Background: an optimization exercise with open tools, aiming at small area, a short achievable clock period and few clock cycles per item. Do not read the settings as production practice.
RTL that was checked went through simulation tests only; none was proved equivalent to the original.
No activity file was given, so power comes from the tool's default toggle rates.

==> 05-03: inputs <==
==> flow/design.v <==
package ppts_pkg;
	localparam int MAX_TASKS_DEF = 16;
	localparam int TIME_BITS_DEF = 22;
	localparam int ARRIVAL_W = 16;
	localparam int BURST_W   = 16;
	localparam int PRIO_W    = 8;
	localparam int FIELD_W   = 22;
	localparam int TASK_NR_W = 5;
	localparam int STATUS_W  = 2;
	localparam int IN_DATA_W  = 40;
	localparam int OUT_DATA_W = 120;
	localparam logic [STATUS_W-1:0] STAT_OK         = 2'd0;
	localparam logic [STATUS_W-1:0] STAT_FULL       = 2'd1;
	localparam logic [STATUS_W-1:0] STAT_ZERO_BURST = 2'd2;
endpackage
module ppts_ks_add #(
	parameter int W = 8
) (
	input  logic [W-1:0] a,
	input  logic [W-1:0] b,
	input  logic         ci,
	output logic [W-1:0] s,
	output logic         co
);
	logic [W-1:0] p0;
	logic [W-1:0] gg;
	logic [W-1:0] pp;
	logic [W-1:0] ng;
	logic [W-1:0] np;
	always_comb begin
		p0 = a ^ b;
		gg = a & b;
		pp = p0;
		gg[0] = gg[0] | (p0[0] & ci);
		for (int d = 1; d < W; d = d * 2) begin
			ng = gg;
			np = pp;
			for (int i = d; i < W; i++) begin
				ng[i] = gg[i] | (pp[i] & gg[i-d]);
				np[i] = pp[i] & pp[i-d];
			end
			gg = ng;
			pp = np;
		end
	end
	generate
		if (W > 1) begin : g_s
			assign s = p0 ^ {gg[W-2:0], ci};
		end else begin : g_s1
			assign s = p0 ^ ci;
		end
	endgenerate
	assign co = gg[W-1];
endmodule
module preemptive_priority_task_scheduler_unit #(
	parameter int MAX_TASKS = ppts_pkg::MAX_TASKS_DEF,
	parameter int TIME_BITS = ppts_pkg::TIME_BITS_DEF
) (
	input  logic                              clk,
	input  logic                              arst_n,
	input  logic                              s_tvalid,
	output logic                              s_tready,
	input  logic [ppts_pkg::IN_DATA_W-1:0]    s_tdata,
	input  logic                              s_tuser,
	output logic                              m_tvalid,
	input  logic                              m_tready,
	output logic [ppts_pkg::OUT_DATA_W-1:0]   m_tdata
);
	localparam int N   = MAX_TASKS;
	localparam int TW  = TIME_BITS;
	localparam int AW  = ppts_pkg::ARRIVAL_W;
	localparam int BW  = ppts_pkg::BURST_W;
	localparam int PW  = ppts_pkg::PRIO_W;
	localparam int CW  = $clog2(N + 1);
	localparam int IW  = (N > 1) ? $clog2(N) : 1;
	localparam int RW  = ppts_pkg::TASK_NR_W;
	logic [TW-1:0]          t_q;        
	logic [TW-1:0]          tn_q;       
	logic [CW-1:0]          loaded_q;
	logic [N-1:0]           live_q;
	logic [N-1:0]           arrived_q;
	logic [N-1:0]           started_q;
	logic [N-1:0][AW-1:0]   arr_q;
	logic [N-1:0][AW:0]     due_q;      
	logic [N-1:0][BW-1:0]   rem_q;
	logic [N-1:0]           c_oh_q;     
	logic [BW-1:0]          c_raw_q;    
	logic [N-1:0][PW-1:0]   prio_q;
	logic [N-1:0][TW-1:0]   st_q;       
	logic [N-1:0][N-1:0]    beat_q;
	localparam int QW = N + 1 + 2 + 1 + 1 + TW;
	logic                   rdy_q;
	logic [1:0]             p1c_q;
	logic [QW-1:0]          s0_q;
	logic [QW-1:0]          s1_q;
	logic [QW-1:0]          q_new;
	logic                   s2v_q;
	logic [AW-1:0]          s2arr_q;
	logic [AW:0]            s2due_q;
	logic [TW-1:0]          s2st_q;
	logic [RW-1:0]          s2run_q;
	logic                   s2fin_q;
	logic [1:0]             s2stat_q;
	logic                   s2done_q;
	logic [TW-1:0]          s2tick_q;
	logic [TW-1:0]          s2x_q;
	logic                   p2v_q;
	logic [ppts_pkg::OUT_DATA_W-1:0] p2_q;
	logic go, go_tick, go_load, pop1, pop2, s2_free;
	logic [1:0] p1c_nxt;
	assign s_tready = rdy_q;
	assign go       = s_tvalid && rdy_q;
	assign go_tick  = go && s_tuser;
	assign go_load  = go && !s_tuser;
	assign pop2     = s2v_q && (!p2v_q || m_tready);
	assign s2_free  = !s2v_q || pop2;
	assign pop1     = (p1c_q != 2'd0) && s2_free;
	assign p1c_nxt  = p1c_q + {1'b0, go} - {1'b0, pop1};
	logic [AW-1:0] in_arr;
	logic [BW-1:0] in_bur;
	logic [PW-1:0] in_pri;
	assign in_arr = s_tdata[15:0];
	assign in_bur = s_tdata[31:16];
	assign in_pri = s_tdata[39:32];
	logic full, zb, load_ok;
	assign full    = (loaded_q == CW'(N));
	assign zb      = (in_bur == '0);
	assign load_ok = !full && !zb;
	logic [TW-1:0] tn_inc;
	logic          t_sat;
	logic          tn_sat;
	ppts_ks_add #(.W(TW)) u_tinc (.a(tn_q), .b('0), .ci(1'b1), .s(tn_inc), .co());
	assign t_sat  = &t_q;
	assign tn_sat = &tn_q;
	logic [AW:0] in_due;
	logic        in_arrived;
	ppts_ks_add #(.W(AW+1)) u_due (.a({1'b0, in_arr}), .b({1'b0, in_bur}), .ci(1'b0),
		.s(in_due), .co());
	ppts_ks_add #(.W(TW)) u_inarr (.a(t_q), .b(~{{(TW-AW){1'b0}}, in_arr}), .ci(1'b1),
		.s(), .co(in_arrived));
	logic [N-1:0] elig;
	logic [N-1:0] win;
	logic [N-1:0] last;
	logic [N-1:0] fin_v;
	logic [N-1:0] ld;
	logic [N-1:0] ge;
	logic [N-1:0] arr_now;
	logic [BW-1:0] c_dec;
	logic          c_last;
	logic          c_hit;
	logic          found;
	logic [BW-1:0] w_rem;
	logic [BW-1:0] rem_wd;
	logic [N-1:0]  rem_we;
	ppts_ks_add #(.W(BW)) u_cdec (.a(c_raw_q), .b('1), .ci(1'b0), .s(c_dec), .co());
	assign c_last = (c_raw_q == BW'(2));
	assign elig = live_q & arrived_q;
	genvar gi, gj;
	generate
		for (gi = 0; gi < N; gi++) begin : g_pick
			logic [N-1:0] blk;
			for (gj = 0; gj < N; gj++) begin : g_blk
				if (gj < gi) begin : g_lo
					assign blk[gj] = elig[gj] & beat_q[gi][gj];
				end else if (gj > gi) begin : g_hi
					assign blk[gj] = elig[gj] & ~beat_q[gj][gi];
				end else begin : g_eq
					assign blk[gj] = 1'b0;
				end
			end
			assign win[gi]     = elig[gi] & ~(|blk);
			assign last[gi]    = c_oh_q[gi] ? c_last : (rem_q[gi] == BW'(1));
			assign ld[gi]      = go_load && load_ok && (loaded_q[IW-1:0] == IW'(gi));
			assign arr_now[gi] = ({{(TW-AW){1'b0}}, arr_q[gi]} == tn_q);
			ppts_ks_add #(.W(PW)) u_ge (.a(prio_q[gi]), .b(~in_pri), .ci(1'b1),
				.s(), .co(ge[gi]));
			assign rem_we[gi]  = ld[gi] || (go_tick && found && !c_hit && c_oh_q[gi]);
		end
	endgenerate
	assign fin_v = win & last;
	assign found = |win;
	assign c_hit = |(win & c_oh_q);
	assign rem_wd = go_load ? in_bur : c_dec;
	always_comb begin
		w_rem = '0;
		for (int i = 0; i < N; i++) begin
			w_rem = w_rem | (rem_q[i] & {BW{win[i]}});
		end
	end
	always_ff @(posedge clk) begin
		if (go_tick && found) begin
			c_raw_q <= c_hit ? c_dec : w_rem;
		end
	end
	generate
		for (gi = 0; gi < N; gi++) begin : g_ent
			always_ff @(posedge clk) begin
				if (ld[gi]) begin
					arr_q[gi]     <= in_arr;
					due_q[gi]     <= in_due;
					prio_q[gi]    <= in_pri;
					beat_q[gi]    <= ge;
				end
				if (rem_we[gi]) begin
					rem_q[gi]     <= rem_wd;
				end
				if (ld[gi]) begin
					started_q[gi] <= 1'b0;
					arrived_q[gi] <= in_arrived;
				end else if (go_tick) begin
					if (win[gi]) begin
						started_q[gi] <= 1'b1;
					end
					if (arr_now[gi]) begin
						arrived_q[gi] <= 1'b1;
					end
				end
				if (go_tick && win[gi] && !started_q[gi]) begin
					st_q[gi] <= t_q;
				end
			end
			always_ff @(posedge clk or negedge arst_n) begin
				if (!arst_n) begin
					live_q[gi] <= 1'b0;
				end else if (ld[gi]) begin
					live_q[gi] <= 1'b1;
				end else if (go_tick && fin_v[gi]) begin
					live_q[gi] <= 1'b0;
				end
			end
		end
	endgenerate
	logic [N-1:0] live_after;
	assign live_after = s_tuser ? (live_q & ~fin_v)
	                            : (live_q | (load_ok ? (N'(1) << loaded_q[IW-1:0]) : '0));
	always_ff @(posedge clk or negedge arst_n) begin
		if (!arst_n) begin
			t_q      <= '0;
			tn_q     <= TW'(1);
			loaded_q <= '0;
			c_oh_q   <= '0;
			rdy_q    <= 1'b0;
			p1c_q    <= '0;
			s2v_q    <= 1'b0;
			p2v_q    <= 1'b0;
		end else begin
			if (go_tick) begin
				t_q  <= tn_q;
				tn_q <= tn_sat ? tn_q : tn_inc;
			end
			if (go_load && load_ok) begin
				loaded_q <= loaded_q + 1'b1;
			end
			if (go_tick && found) begin
				c_oh_q <= win;
			end
			rdy_q <= (p1c_nxt <= 2'd1);
			p1c_q <= p1c_nxt;
			if (s2_free) begin
				s2v_q <= pop1;
			end
			if (!p2v_q || m_tready) begin
				p2v_q <= pop2;
			end
		end
	end
	assign q_new = {s_tuser ? win : N'(0),
	                s_tuser && (|fin_v),
	                s_tuser ? ppts_pkg::STAT_OK
	                : full  ? ppts_pkg::STAT_FULL
	                : zb    ? ppts_pkg::STAT_ZERO_BURST
	                :         ppts_pkg::STAT_OK,
	                ~(|live_after),
	                s_tuser && !t_sat,
	                s_tuser ? tn_q : t_q};
	always_ff @(posedge clk) begin
		if (go && ((p1c_q == 2'd0) || ((p1c_q == 2'd1) && pop1))) begin
			s0_q <= q_new;
		end else if (pop1 && (p1c_q == 2'd2)) begin
			s0_q <= s1_q;
		end
		if (go && (p1c_q == 2'd1) && !pop1) begin
			s1_q <= q_new;
		end
	end
	logic [N-1:0]  q_win;
	logic          q_fin;
	logic [1:0]    q_stat;
	logic          q_done;
	logic          q_dec;
	logic [TW-1:0] q_x;
	assign {q_win, q_fin, q_stat, q_done, q_dec, q_x} = s0_q;
	logic [AW-1:0]  w_arr;
	logic [AW:0]    w_due;
	logic [TW-1:0]  w_st;
	logic [RW-1:0]  w_run;
	always_comb begin
		w_arr = '0;
		w_due = '0;
		w_st  = '0;
		w_run = '0;
		for (int i = 0; i < N; i++) begin
			w_arr = w_arr | (arr_q[i] & {AW{q_win[i]}});
			w_due = w_due | (due_q[i] & {(AW+1){q_win[i]}});
			w_st  = w_st  | (st_q[i]  & {TW{q_win[i]}});
			w_run = w_run | (RW'(i + 1) & {RW{q_win[i]}});
		end
	end
	logic [TW-1:0] x_dec;
	ppts_ks_add #(.W(TW)) u_xdec (.a(q_x), .b('1), .ci(1'b0), .s(x_dec), .co());
	always_ff @(posedge clk) begin
		if (pop1) begin
			s2arr_q  <= w_arr;
			s2due_q  <= w_due;
			s2st_q   <= w_st;
			s2run_q  <= w_run;
			s2fin_q  <= q_fin;
			s2stat_q <= q_stat;
			s2done_q <= q_done;
			s2tick_q <= q_dec ? x_dec : q_x;
			s2x_q    <= q_x;
		end
	end
	logic [TW-1:0] tat;
	logic [TW:0]   wtd;
	logic          wt_pos;
	logic [TW-1:0] wt;
	logic [TW-1:0] resp;
	ppts_ks_add #(.W(TW)) u_tat (.a(s2x_q), .b(~{{(TW-AW){1'b0}}, s2arr_q}), .ci(1'b1),
		.s(tat), .co());
	ppts_ks_add #(.W(TW+1)) u_wt (.a({1'b0, s2x_q}), .b(~{{(TW-AW){1'b0}}, s2due_q}),
		.ci(1'b1), .s(wtd), .co(wt_pos));
	ppts_ks_add #(.W(TW)) u_resp (.a(s2st_q), .b(~{{(TW-AW){1'b0}}, s2arr_q}), .ci(1'b1),
		.s(resp), .co());
	assign wt   = wt_pos ? wtd[TW-1:0] : '0;
	always_ff @(posedge clk) begin
		if (pop2) begin
			p2_q <= {1'b0, s2done_q,
			         s2fin_q ? resp  : TW'(0),
			         s2fin_q ? wt    : TW'(0),
			         s2fin_q ? tat   : TW'(0),
			         s2fin_q ? s2x_q : TW'(0),
			         s2fin_q,
			         s2tick_q,
			         s2run_q,
			         s2stat_q};
		end
	end
	assign m_tvalid = p2v_q;
	assign m_tdata  = p2_q;
endmodule
==> flow/run.sh <==
#!/bin/bash
# synth_recipe.tcl (not shown) runs the flow's synth.tcl, then flattens the netlist and writes it again
# the make line also repeats each setting of config.mk as NAME=value (left out here)
make -C /OpenROAD-flow-scripts/flow DESIGN_CONFIG=/design/flow/config.mk WORK_HOME=/design/flow/orfs CLKGATE_MAP_FILE= SYNTH_SCRIPT=/design/flow/synth_recipe.tcl finish
==> flow/config.mk <==
export PLATFORM = sky130hd
export DESIGN_NAME = preemptive_priority_task_scheduler_unit
export DESIGN_NICKNAME = preemptive_priority_task_scheduler_unit
export VERILOG_FILES = /design/flow/design.v
export SDC_FILE = /design/flow/constraint.sdc
export NUM_CORES = 4
export LEC_CHECK = 0
export CAP_MARGIN = 20
export CORE_MARGIN = 2
export CORE_UTILIZATION = 40
export SETUP_SLACK_MARGIN = 3.3
export SLEW_MARGIN = 20
==> flow/constraint.sdc <==
create_clock -name core_clock -period 6.0 [get_ports {clk}]
set_input_delay 1.2000 -clock core_clock [delete_from_list [all_inputs] [get_ports {clk}]]
set_output_delay 1.2000 -clock core_clock [all_outputs]
set_load 0.01 [all_outputs]
==> 01-06 (differences from 05-03) <==
--- a/flow/design.v
+++ b/flow/design.v
@@ -92,5 +92,6 @@
 	logic                   rdy_q;
-	logic [1:0]             p1c_q;
-	logic [QW-1:0]          s0_q;
-	logic [QW-1:0]          s1_q;
+	logic                   va_q;
+	logic                   vb_q;
+	logic [QW-1:0]          qa_q;
+	logic [QW-1:0]          qb_q;
 	logic [QW-1:0]          q_new;
@@ -109,3 +110,3 @@
 	logic go, go_tick, go_load, pop1, pop2, s2_free;
-	logic [1:0] p1c_nxt;
+	logic va_nxt, vb_nxt;
 	assign s_tready = rdy_q;
@@ -116,4 +117,5 @@
 	assign s2_free  = !s2v_q || pop2;
-	assign pop1     = (p1c_q != 2'd0) && s2_free;
-	assign p1c_nxt  = p1c_q + {1'b0, go} - {1'b0, pop1};
+	assign pop1     = va_q && s2_free;
+	assign va_nxt   = go || (va_q && !(pop1 && !vb_q));
+	assign vb_nxt   = (go && !pop1 && va_q) || (vb_q && !pop1);
 	logic [AW-1:0] in_arr;
@@ -176,3 +178,3 @@
 				.s(), .co(ge[gi]));
-			assign rem_we[gi]  = ld[gi] || (go_tick && found && !c_hit && c_oh_q[gi]);
+			assign rem_we[gi]  = ld[gi] || (go_tick && c_oh_q[gi]);
 		end
@@ -232,5 +234,12 @@
 	endgenerate
-	logic [N-1:0] live_after;
-	assign live_after = s_tuser ? (live_q & ~fin_v)
-	                            : (live_q | (load_ok ? (N'(1) << loaded_q[IW-1:0]) : '0));
+	logic none_live, one_live, done_tick, done_load;
+	assign none_live = ~(|live_q);
+	always_comb begin
+		one_live = 1'b0;
+		for (int i = 0; i < N; i++) begin
+			if (live_q == (N'(1) << i)) one_live = 1'b1;
+		end
+	end
+	assign done_tick = none_live || (one_live && (|(live_q & arrived_q & last)));
+	assign done_load = none_live && !load_ok;
 	always_ff @(posedge clk or negedge arst_n) begin
@@ -242,3 +251,4 @@
 			rdy_q    <= 1'b0;
-			p1c_q    <= '0;
+			va_q     <= 1'b0;
+			vb_q     <= 1'b0;
 			s2v_q    <= 1'b0;
@@ -256,4 +266,5 @@
 			end
-			rdy_q <= (p1c_nxt <= 2'd1);
-			p1c_q <= p1c_nxt;
+			rdy_q <= !(va_nxt && vb_nxt);
+			va_q  <= va_nxt;
+			vb_q  <= vb_nxt;
 			if (s2_free) begin
@@ -272,3 +283,3 @@
 	                :         ppts_pkg::STAT_OK,
-	                ~(|live_after),
+	                s_tuser ? done_tick : done_load,
 	                s_tuser && !t_sat,
@@ -276,9 +287,7 @@
 	always_ff @(posedge clk) begin
-		if (go && ((p1c_q == 2'd0) || ((p1c_q == 2'd1) && pop1))) begin
-			s0_q <= q_new;
-		end else if (pop1 && (p1c_q == 2'd2)) begin
-			s0_q <= s1_q;
+		if (go) begin
+			qa_q <= q_new;
 		end
-		if (go && (p1c_q == 2'd1) && !pop1) begin
-			s1_q <= q_new;
+		if (go && !pop1 && va_q) begin
+			qb_q <= qa_q;
 		end
@@ -291,3 +300,3 @@
 	logic [TW-1:0] q_x;
-	assign {q_win, q_fin, q_stat, q_done, q_dec, q_x} = s0_q;
+	assign {q_win, q_fin, q_stat, q_done, q_dec, q_x} = vb_q ? qb_q : qa_q;
 	logic [AW-1:0]  w_arr;
CORE_UTILIZATION = 55   (was 40)
PLACE_DENSITY = 0.65   (was not set)
SETUP_SLACK_MARGIN = 3.4   (was 3.3)
TNS_END_PERCENT = 10   (was not set)
==> 05-19 (differences from 05-03) <==
--- a/flow/design.v
+++ b/flow/design.v
@@ -92,5 +92,6 @@
 	logic                   rdy_q;
-	logic [1:0]             p1c_q;
-	logic [QW-1:0]          s0_q;
-	logic [QW-1:0]          s1_q;
+	logic                   va_q;
+	logic                   vb_q;
+	logic [QW-1:0]          qa_q;
+	logic [QW-1:0]          qb_q;
 	logic [QW-1:0]          q_new;
@@ -109,3 +110,3 @@
 	logic go, go_tick, go_load, pop1, pop2, s2_free;
-	logic [1:0] p1c_nxt;
+	logic va_nxt, vb_nxt;
 	assign s_tready = rdy_q;
@@ -116,4 +117,5 @@
 	assign s2_free  = !s2v_q || pop2;
-	assign pop1     = (p1c_q != 2'd0) && s2_free;
-	assign p1c_nxt  = p1c_q + {1'b0, go} - {1'b0, pop1};
+	assign pop1     = va_q && s2_free;
+	assign va_nxt   = go || (va_q && !(pop1 && !vb_q));
+	assign vb_nxt   = (go && !pop1 && va_q) || (vb_q && !pop1);
 	logic [AW-1:0] in_arr;
@@ -176,3 +178,3 @@
 				.s(), .co(ge[gi]));
-			assign rem_we[gi]  = ld[gi] || (go_tick && found && !c_hit && c_oh_q[gi]);
+			assign rem_we[gi]  = ld[gi] || (go_tick && c_oh_q[gi]);
 		end
@@ -232,5 +234,12 @@
 	endgenerate
-	logic [N-1:0] live_after;
-	assign live_after = s_tuser ? (live_q & ~fin_v)
-	                            : (live_q | (load_ok ? (N'(1) << loaded_q[IW-1:0]) : '0));
+	logic none_live, one_live, done_tick, done_load;
+	assign none_live = ~(|live_q);
+	always_comb begin
+		one_live = 1'b0;
+		for (int i = 0; i < N; i++) begin
+			if (live_q == (N'(1) << i)) one_live = 1'b1;
+		end
+	end
+	assign done_tick = none_live || (one_live && (|(live_q & arrived_q & last)));
+	assign done_load = none_live && !load_ok;
 	always_ff @(posedge clk or negedge arst_n) begin
@@ -242,3 +251,4 @@
 			rdy_q    <= 1'b0;
-			p1c_q    <= '0;
+			va_q     <= 1'b0;
+			vb_q     <= 1'b0;
 			s2v_q    <= 1'b0;
@@ -256,4 +266,5 @@
 			end
-			rdy_q <= (p1c_nxt <= 2'd1);
-			p1c_q <= p1c_nxt;
+			rdy_q <= !(va_nxt && vb_nxt);
+			va_q  <= va_nxt;
+			vb_q  <= vb_nxt;
 			if (s2_free) begin
@@ -272,3 +283,3 @@
 	                :         ppts_pkg::STAT_OK,
-	                ~(|live_after),
+	                s_tuser ? done_tick : done_load,
 	                s_tuser && !t_sat,
@@ -276,9 +287,7 @@
 	always_ff @(posedge clk) begin
-		if (go && ((p1c_q == 2'd0) || ((p1c_q == 2'd1) && pop1))) begin
-			s0_q <= q_new;
-		end else if (pop1 && (p1c_q == 2'd2)) begin
-			s0_q <= s1_q;
+		if (go) begin
+			qa_q <= q_new;
 		end
-		if (go && (p1c_q == 2'd1) && !pop1) begin
-			s1_q <= q_new;
+		if (go && !pop1 && va_q) begin
+			qb_q <= qa_q;
 		end
@@ -291,3 +300,3 @@
 	logic [TW-1:0] q_x;
-	assign {q_win, q_fin, q_stat, q_done, q_dec, q_x} = s0_q;
+	assign {q_win, q_fin, q_stat, q_done, q_dec, q_x} = vb_q ? qb_q : qa_q;
 	logic [AW-1:0]  w_arr;
CTS_BUF_LIST = sky130_fd_sc_hd__clkbuf_16   (was not set)
CTS_CLUSTER_DIAMETER = 60   (was not set)
CTS_CLUSTER_SIZE = 24   (was not set)
SETUP_SLACK_MARGIN = 3.4   (was 3.3)
==> notes <==
- 05-19 produced a layout that fails on max-capacitance violations, max-slew violations. 01-06 passed the timing, DRC and antenna checks. 05-03 passed the timing, DRC and antenna checks.
- Sequential power: 01-06 is higher than 05-03 (about 4%).
- Of 01-06 and 05-03, 01-06 has the higher worst setup slack (gap 120 ps).
- The highest critical path depth belongs to 05-03, the lowest to 05-19.
- Final area: 01-06 is smaller than 05-19 (7.5%).
- In 05-03 the clock skew is lower than in 05-19, by 16 ps.
- Area after synthesis is the same in 01-06 and 05-19.
- Hold slack, highest first: 05-19, 01-06, 05-03.
- In 05-19 the register-to-register slack is higher than in 05-03, by 130 ps.
==> figures <==
Seq/Total Area, Yosys: 05-03 70.5%; 05-19 70.4%; 01-06 70.4%
Yosys top cell area share: 05-03 67.3%; 05-19 67.2%; 01-06 67.2%
Vias: 05-03 53721; 05-19 56656; 01-06 54409
Result of the run: 05-03 timing/DRC/antenna clean; 05-19 complete, but fails checks; 01-06 timing/DRC/antenna clean
Layout check failures: 05-03 -; 05-19 max-capacitance violations, max-slew violations; 01-06 -
Routed Wire Length: 05-03 290000 µm; 05-19 320000 µm; 01-06 286000 µm
FP Rows: 05-03 160; 05-19 160; 01-06 137
Instance area after placement: 05-03 82600 µm²; 05-19 83500 µm²; 01-06 81500 µm²
Met1 Use GR: 05-03 37.3%; 05-19 38.1%; 01-06 49.0%
Multi-input logic portion of the cell area: 05-03 25.6%; 05-19 26.4%; 01-06 25.3%
Reported clock group power: 05-03 12000 µW; 05-19 9980 µW; 01-06 12000 µW
Arr. time, crit path: 05-03 3790 ps; 05-19 3660 ps; 01-06 3650 ps
Wirelength per Cell: 05-03 33.9 µm; 05-19 36.6 µm; 01-06 36.2 µm
Top routing layer in use: 05-03 met4; 05-19 met5; 01-06 met5
Number of setup buffers added after CTS: 05-03 311; 05-19 463; 01-06 231
Transition at the pin with the smallest max-transition slack: 05-03 1150 ps; 05-19 1550 ps; 01-06 942 ps
Capturing point of the worst reg2reg path: 05-03 rem_q[232]; 05-19 qa_q[26]; 01-06 c_raw_q[1]
Comb group: 05-03 9530 µW; 05-19 15800 µW; 01-06 11800 µW
Testbench counts of 01-06, summed over its fixed seeds: cycles 5,624, items 5,600.
Testbench counts of 05-19, summed over its fixed seeds: cycles 5,624, items 5,600.
The RTL of 05-03 was laid out without a check of its function.

-- re-timing with driven ports --
How much do the figures lean on ideal ports? The routed layouts below were timed once more, with nothing changed but the port constraints. Step 1 (the two cells are an assumption about what drives the block):
set clk [get_ports {clk}]
set_driving_cell -lib_cell sky130_fd_sc_hd__clkbuf_16 $clk
set_driving_cell -lib_cell sky130_fd_sc_hd__buf_2 [delete_from_list [all_inputs] $clk]
Step 2 moves the port delays by t, midway between the first and last clock arrival at a register: inputs arrive t later, outputs are due t later. That takes back most of the time a late clock gives input paths. a / b / c = ideal ports / drivers / drivers and shift; a / b = the first two.
run | t, ns | slack for setup (ns) | worst hold slack (ns) | worst data-port slew with drivers (ns)
05-03 | 0.918 | 2.795 / 2.795 / 2.264 | 0.354 / 0.292 / 0.408 | 0.19
01-06 | 0.909 | 2.917 / 2.917 / 2.189 | 0.397 / 0.337 / 0.412 | 0.14
05-19 | 0.893 | 2.928 / 2.928 / 2.167 | 0.398 / 0.417 / 0.417 | 0.22
For 05-19, which loses most, drivers alone change the setup slack by 0.000 ns; drivers and shift together by -0.761 ns.
